Background: an optimization exercise with open tools, aiming at small area, a short achievable clock period and few clock cycles per item. Do not read the settings as production practice.
RTL that was checked went through simulation tests only; none was proved equivalent to the original.

==> flow/design.v (excerpt) <==
module conv1d_top (
  input  logic        clk,
  input  logic        rst_n,
  input  logic        psel_i,
  input  logic        penable_i,
  input  logic        pwrite_i,
  input  logic [7:0]  paddr_i,
  input  logic [31:0] pwdata_i,
  output logic [31:0] prdata_o,
  output logic        pready_o,
  output logic        pslverr_o,
  output logic        mem_req_o,
  output logic        mem_we_o,
  output logic [6:0]  mem_addr_o,
  output logic [31:0] mem_wdata_o,
  input  logic [31:0] mem_rdata_i,
  output logic        done_o
);
Size: ~150 I/O pins.
==> module conv1d_top, before the edit <==
module conv1d_top (
  input  logic        clk,
  input  logic        rst_n,
  input  logic        psel_i,
  input  logic        penable_i,
  input  logic        pwrite_i,
  input  logic [7:0]  paddr_i,
  input  logic [31:0] pwdata_i,
  output logic [31:0] prdata_o,
  output logic        pready_o,
  output logic        pslverr_o,
  output logic        mem_req_o,
  output logic        mem_we_o,
  output logic [6:0]  mem_addr_o,
  output logic [31:0] mem_wdata_o,
  input  logic [31:0] mem_rdata_i,
  output logic        done_o
);
  localparam int SW = conv1d_pkg::SUM_W;
  logic sel_ctrl_q, sel_stat_q, sel_taps_q, sel_src_q, sel_dst_q, sel_cnt_q, bad_q;
  always_ff @(posedge clk) begin
    sel_ctrl_q <= (paddr_i == conv1d_pkg::REG_CTRL);
    sel_stat_q <= (paddr_i == conv1d_pkg::REG_STATUS);
    sel_taps_q <= (paddr_i == conv1d_pkg::REG_TAPS);
    sel_src_q  <= (paddr_i == conv1d_pkg::REG_SRC);
    sel_dst_q  <= (paddr_i == conv1d_pkg::REG_DST);
    sel_cnt_q  <= (paddr_i == conv1d_pkg::REG_COUNT);
    bad_q      <= !(paddr_i == conv1d_pkg::REG_CTRL  || paddr_i == conv1d_pkg::REG_STATUS ||
                    paddr_i == conv1d_pkg::REG_TAPS  || paddr_i == conv1d_pkg::REG_SRC ||
                    paddr_i == conv1d_pkg::REG_DST   || paddr_i == conv1d_pkg::REG_COUNT);
  end
  logic wr;
  assign wr        = psel_i & penable_i & pwrite_i;
  assign pready_o  = 1'b1;
  assign pslverr_o = bad_q;
  logic [31:0] taps_q;
  logic [6:0]  src_q, dst_q, cnt_q;
  always_ff @(posedge clk or posedge rst_n) begin
    if (rst_n) begin
      taps_q <= '0;
      src_q  <= '0;
      dst_q  <= '0;
      cnt_q  <= '0;
    end else begin
      if (wr && sel_taps_q) taps_q <= pwdata_i;
      if (wr && sel_src_q)  src_q  <= pwdata_i[6:0];
      if (wr && sel_dst_q)  dst_q  <= pwdata_i[6:0];
      if (wr && sel_cnt_q)  cnt_q  <= pwdata_i[6:0];
    end
  end
  logic       run_q;      
  logic       done_q;
  logic       req_q, we_q;
  logic       ph_q;       
  logic [1:0] fs_q;       
  logic [6:0] wl_q;       
  logic [6:0] rdp_q, wrp_q;
  logic       rv_q;       
  logic start;
  assign start = wr & sel_ctrl_q & pwdata_i[0] & ~run_q;
  logic       rd_now, wr_now;
  logic [6:0] wl_d;
  assign rd_now = req_q & ~we_q;
  assign wr_now = req_q & we_q;
  assign wl_d   = wl_q - {6'd0, wr_now};
  logic nx_rd, nx_wr, last;
  always_comb begin
    nx_rd = 1'b0;
    nx_wr = 1'b0;
    last  = 1'b0;
    if (run_q) begin
      if (!ph_q) begin
        nx_rd = fs_q[1] || (wl_d > ((fs_q == 2'd1) ? 7'd1 : 7'd2));
      end else if (fs_q == 2'd3) begin
        nx_rd = 1'b1;
      end else if (fs_q == 2'd0) begin
        nx_wr = 1'b1;
        last  = (wl_q == 7'd1);
      end
    end
  end
  always_ff @(posedge clk or posedge rst_n) begin
    if (rst_n) begin
      run_q  <= 1'b0;
      done_q <= 1'b0;
      req_q  <= 1'b0;
    end else begin
      if (start) begin
        run_q  <= (cnt_q != '0);
        done_q <= (cnt_q == '0);
        req_q  <= (cnt_q != '0);
      end else begin
        req_q <= nx_rd | nx_wr;
        if (last) begin
          run_q  <= 1'b0;
          done_q <= 1'b1;
        end
      end
    end
  end
  always_ff @(posedge clk) ph_q <= ph_d;
  always_ff @(posedge clk) begin
    rv_q <= rd_now;
    if (start) begin
      we_q  <= 1'b0;
      fs_q  <= 2'd3;
      wl_q  <= cnt_q;
      rdp_q <= src_q;
      wrp_q <= dst_q;
    end else begin
      we_q <= nx_wr;
      if (ph_q && fs_q != 2'd0) fs_q <= fs_q - 2'd1;
      wl_q <= wl_d;
      if (rd_now) rdp_q <= rdp_q + 7'd1;
      if (wr_now) wrp_q <= wrp_q + 7'd1;
    end
  end
  assign mem_req_o  = req_q;
  assign mem_we_o   = we_q;
  assign mem_addr_o = we_q ? wrp_q : rdp_q;
  logic [7:0]    xa_q, xb_q, xc_q;
  logic [SW-1:0] acc_q;
  always_ff @(posedge clk) begin
    if (rv_q) begin
      xb_q <= mem_rdata_i[7:0];
      xc_q <= xb_q;
      xa_q <= xc_q;
    end
  end
  logic          ph_d;
  logic [7:0]    ta_q, tb_q;
  assign ph_d = start ? 1'b0 : ~ph_q;
  always_ff @(posedge clk) begin
    ta_q <= ph_d ? taps_q[15:8]  : taps_q[7:0];
    tb_q <= ph_d ? taps_q[31:24] : taps_q[23:16];
  end
  logic [SW-1:0] s_n_q, c_n_q, s_n_d, c_n_d;
  conv1d_datapath u_dp (
    .xa_i   (xa_q),
    .ta_i   (ta_q),
    .xb_i   (xb_q),
    .tb_i   (tb_q),
    .fs_n_i (s_n_q | {SW{~ph_q}}),
    .fc_n_i (c_n_q | {SW{~ph_q}}),
    .s_n_o  (s_n_d),
    .c_n_o  (c_n_d)
  );
  always_ff @(posedge clk) begin
    s_n_q <= s_n_d;
    c_n_q <= c_n_d;
  end
  logic [SW-1:0] res_q;
  always_ff @(posedge clk) begin
    if (!ph_q) res_q <= SW'(~s_n_q) + SW'(~c_n_q);
  end
  assign mem_wdata_o = {{(32-SW){1'b0}}, res_q};
  always_comb begin
    prdata_o = '0;
    prdata_o |= {32{sel_taps_q}} & taps_q;
    prdata_o[6:0] |= ({7{sel_src_q}} & src_q) | ({7{sel_dst_q}} & dst_q) | ({7{sel_cnt_q}} & cnt_q);
    prdata_o[1:0] |= {2{sel_stat_q}} & {done_q, run_q};
  end
  assign done_o = done_q;
endmodule
clock: 8.0 ns
lec_check: 0
cap_margin: 20
core_margin: 2
core_utilization: 40
setup_slack_margin: 4.5
slew_margin: 20
synth_hierarchical: 1
synth_minimum_keep_size: 0
run.sh (not shown) runs the stock make flow with config.mk's settings and CLKGATE_MAP_FILE= SYNTH_SCRIPT=/design/flow/synth_recipe.tcl, a recipe that flattens the netlist after the stock synthesis.
==> next run, changes <==
--- a/flow/design.v
+++ b/flow/design.v
@@ -316,25 +316,29 @@
   logic       req_q, we_q;
   logic       ph_q;       
   logic [1:0] fs_q;       
   logic [6:0] wl_q;       
   logic [6:0] rdp_q, wrp_q;
   logic       rv_q;       
-  logic start;
-  assign start = wr & sel_ctrl_q & pwdata_i[0] & ~run_q;
+  logic start, setup_start, load;
+  logic spec_q;           
+  assign start       = wr & sel_ctrl_q & pwdata_i[0] & ~run_q;
+  assign setup_start = psel_i & ~penable_i & pwrite_i & (paddr_i == conv1d_pkg::REG_CTRL) &
+                       pwdata_i[0] & ~run_q & (cnt_q != '0);
+  assign load        = setup_start | (start & ~spec_q);
   logic       rd_now, wr_now;
   logic [6:0] wl_d;
   assign rd_now = req_q & ~we_q;
   assign wr_now = req_q & we_q;
   assign wl_d   = wl_q - {6'd0, wr_now};
   logic nx_rd, nx_wr, last;
   always_comb begin
     nx_rd = 1'b0;
     nx_wr = 1'b0;
     last  = 1'b0;
-    if (run_q) begin
+    if (run_q || (start && spec_q)) begin
       if (!ph_q) begin
         nx_rd = fs_q[1] || (wl_d > ((fs_q == 2'd1) ? 7'd1 : 7'd2));
       end else if (fs_q == 2'd3) begin
         nx_rd = 1'b1;
       end else if (fs_q == 2'd0) begin
         nx_wr = 1'b1;
@@ -344,30 +348,33 @@
   end
   always_ff @(posedge clk or posedge rst_n) begin
     if (rst_n) begin
       run_q  <= 1'b0;
       done_q <= 1'b0;
       req_q  <= 1'b0;
+      spec_q <= 1'b0;
     end else begin
+      spec_q <= setup_start;
       if (start) begin
         run_q  <= (cnt_q != '0);
         done_q <= (cnt_q == '0);
-        req_q  <= (cnt_q != '0);
+      end else if (last) begin
+        run_q  <= 1'b0;
+        done_q <= 1'b1;
+      end
+      if (load) begin
+        req_q <= (cnt_q != '0);
       end else begin
         req_q <= nx_rd | nx_wr;
-        if (last) begin
-          run_q  <= 1'b0;
-          done_q <= 1'b1;
-        end
       end
     end
   end
   always_ff @(posedge clk) ph_q <= ph_d;
   always_ff @(posedge clk) begin
     rv_q <= rd_now;
-    if (start) begin
+    if (load) begin
       we_q  <= 1'b0;
       fs_q  <= 2'd3;
       wl_q  <= cnt_q;
       rdp_q <= src_q;
       wrp_q <= dst_q;
     end else begin
@@ -389,13 +396,13 @@
       xc_q <= xb_q;
       xa_q <= xc_q;
     end
   end
   logic          ph_d;
   logic [7:0]    ta_q, tb_q;
-  assign ph_d = start ? 1'b0 : ~ph_q;
+  assign ph_d = load ? 1'b0 : ~ph_q;
   always_ff @(posedge clk) begin
     ta_q <= ph_d ? taps_q[15:8]  : taps_q[7:0];
     tb_q <= ph_d ? taps_q[31:24] : taps_q[23:16];
   end
   logic [SW-1:0] s_n_q, c_n_q, s_n_d, c_n_d;
   conv1d_datapath u_dp (
Outcome: Via count grows by 1.4%; fmax falls by 0.68%; wire length rises by 3.1%; core utilization is higher by 0.60 points; die area came out higher by 0.76%.
Testbench counts after the change, summed over its fixed seeds: cycles 5,000, items 1,988.
No functional check of the RTL was part of the first run of this note.

separate check: timing with driven ports:
No port has a modelled driver above. Below, the same layouts with a new extraction and two added sets of constraints. Step 1 (the two cells are an assumption about what drives the block):
set clk [get_ports {clk}]
set_driving_cell -lib_cell sky130_fd_sc_hd__clkbuf_16 $clk
set_driving_cell -lib_cell sky130_fd_sc_hd__buf_2 [delete_from_list [all_inputs] $clk]
Step 2, shift: input delay + t, output delay - t, t = (earliest + latest rising clock arrival at the registers) / 2. This alone moves slack from input paths to output paths. Three values: ideal, step 1, step 2; two values: the first two.
run	t (ns)	setup WS [ns]	worst setup path at the end	worst data-port slew with drivers (ns)
the first run	0.483	4.510 / 4.510 / 4.249	input to register	0.06
the second run	0.485	4.486 / 4.486 / 4.117	input to register	0.05
After both steps every run listed still meets setup and hold. The setup slack of the second run, which loses most, moves by 0.000 ns with the drivers and by -0.369 ns with both steps.
